From an optimization exercise on the open Yosys and OpenROAD flow, aimed at small area; shortcuts taken in it are not production practice. In this exercise RTL edits were held to simulation tests only and were not proved equivalent to the original. Power is estimated from default activity; no workload was simulated.

beta:
Design rv_core, start of the top module:
module rv_core #(
  parameter logic [31:0] BOOT_PC = '0
) (
  input  logic        clk,
  input  logic        rst,
  output logic [31:0] imem_addr_o,
  input  logic [31:0] imem_data_i,
  output logic [31:0] trace_pc_o,
  output logic [31:0] trace_insn_o,
  output logic [1:0]  trace_status_o,
  output logic        wb_we_o,
  output logic [4:0]  wb_rd_o,
  output logic [31:0] wb_data_o
);
clock: 6.0 ns
lec_check: 0
abc_area: 0
cap_margin: 20
core_margin: 2
core_utilization: 55
cts_cluster_diameter: 80
cts_cluster_size: 24
slew_margin: 20
run.sh (not shown) runs the stock make flow with config.mk's settings and CLKGATE_MAP_FILE= SYNTH_SCRIPT=/design/flow/synth_recipe.tcl, a recipe that flattens the netlist after the stock synthesis.
What epsilon does differently from beta at the input level:
- PLACE_DENSITY now 0.72, previously not set
==> flow/flow/run.sh (new file) <==
#!/bin/bash
# The standard layout (standard.sh, with config.mk's settings) with two
# changes: the port buffers are buf_2 cells rather than the cell buffer_ports
# picks by default, and clock tree synthesis adds no dummy loads (its
# clustering settings match config.mk's). make's output goes to standard.log;
# each tool's own log is under orfs/logs/.
set -euo pipefail
export BUFFER_PORTS_ARGS="-buffer_cell sky130_fd_sc_hd__buf_2"
export CTS_ARGS="-sink_clustering_enable -repair_clock_nets -dont_use_dummy_load -sink_clustering_size 24 -sink_clustering_max_diameter 80"
bash standard.sh finish > standard.log 2>&1
==> flow/standard.sh (new file) <==
#!/bin/bash
# synth_recipe.tcl (not shown) runs the flow's synth.tcl, then flattens the netlist and writes it again
# the make line also repeats each setting of config.mk as NAME=value (left out here)
make -C /OpenROAD-flow-scripts/flow DESIGN_CONFIG=/design/flow/config.mk WORK_HOME=/design/flow/orfs CLKGATE_MAP_FILE= SYNTH_SCRIPT=/design/flow/synth_recipe.tcl "${@:-finish}"
removed: flow/run.sh
Findings:
- Compared with beta, epsilon shows a lower number of buffers outside the clock class in the layout.
- Diff beta -> epsilon | finished layout cell area | down by a few percent
- Between beta and epsilon, internal portion of total power is higher for beta, epsilon comes in under that.
- Max portion of the clock cycle consumed by the worst path in the final layout across beta and epsilon: beta
- beta has higher via count than epsilon.

* * *

Setup of maple:
Another version of the RTL of rv_core (not shown whole).
Size: ~1200 flip-flops, about 170 I/O pins.
export LEC_CHECK = 0
export ABC_AREA = 0
export CAP_MARGIN = 20
export CORE_MARGIN = 2
export CORE_UTILIZATION = 55
export CTS_CLUSTER_DIAMETER = 80
export CTS_CLUSTER_SIZE = 24
export PLACE_DENSITY = 0.72
export SLEW_MARGIN = 20
create_clock -name core_clock -period 6.0 [get_ports {clk}]
Stock flow here: none of the scripts above is used.
The flow did not stop early for maple: all stages ran, and the layout cleared the timing, DRC and antenna checks.
### maple -> onyx
==> flow/flow/run.sh (new file) <==
#!/bin/bash
# The standard layout (standard.sh, with config.mk's settings) with two
# changes: the port buffers are buf_2 cells rather than the cell buffer_ports
# picks by default, and clock tree synthesis adds no dummy loads (its
# clustering settings match config.mk's). make's output goes to standard.log;
# each tool's own log is under orfs/logs/.
set -euo pipefail
export BUFFER_PORTS_ARGS="-buffer_cell sky130_fd_sc_hd__buf_2"
export CTS_ARGS="-sink_clustering_enable -repair_clock_nets -dont_use_dummy_load -sink_clustering_size 24 -sink_clustering_max_diameter 80"
bash standard.sh finish > standard.log 2>&1
==> flow/standard.sh (new file) <==
#!/bin/bash
# synth_recipe.tcl (not shown) runs the flow's synth.tcl, then flattens the netlist and writes it again
# the make line also repeats each setting of config.mk as NAME=value (left out here)
make -C /OpenROAD-flow-scripts/flow DESIGN_CONFIG=/design/flow/config.mk WORK_HOME=/design/flow/orfs CLKGATE_MAP_FILE= SYNTH_SCRIPT=/design/flow/synth_recipe.tcl "${@:-finish}"
removed: flow/run.sh
Findings:
Looking at wire length across onyx and maple, the one that comes out lower is maple. Multi-input gate share of total cell area (lower): maple. maple → onyx: setup slack of the critical path after layout climbed 100 ps; logic depth of the worst path, buffers included saw a decrease. Worst ir drop on vdd: higher on maple.

[re-timing with driven ports]
Ports are ideal in the flow. The routed layouts listed here were re-timed in OpenROAD. Step 1 sets driving cells, clkbuf_16 on the clock port and buf_2 on the other inputs (assumed; they add their load-dependent delay and slew). Step 2 adds t to the input delays and takes it off the output delays; t is the mean of the earliest and latest rising clock arrival at the registers after step 1. Input paths then give back, and output paths get back, about the clock's delay inside the block. Slacks: no drivers / after step 1 / after step 2; pairs: no drivers / after step 1.
| run | t, ns | setup WS [ns] | hold slack, ns | worst setup path after step 2 | pins driven straight from the clock port |
|---|---|---|---|---|---|
| beta | 0.766 | 0.969 / 0.901 / 1.236 | 0.330 / 0.330 / 0.330 | register to register | 1 |
| epsilon | 0.732 | 1.312 / 1.312 / 1.312 | 0.327 / 0.327 / 0.327 | register to register | 1 |
| maple | 0.766 | 0.151 / 0.151 / 0.151 | 0.327 / 0.327 / 0.327 | register to register | 1 |
| onyx | 0.726 | 0.255 / 0.255 / 0.255 | 0.281 / 0.281 / 0.281 | register to register | 1 |
After both steps setup and hold are still met in every run listed.
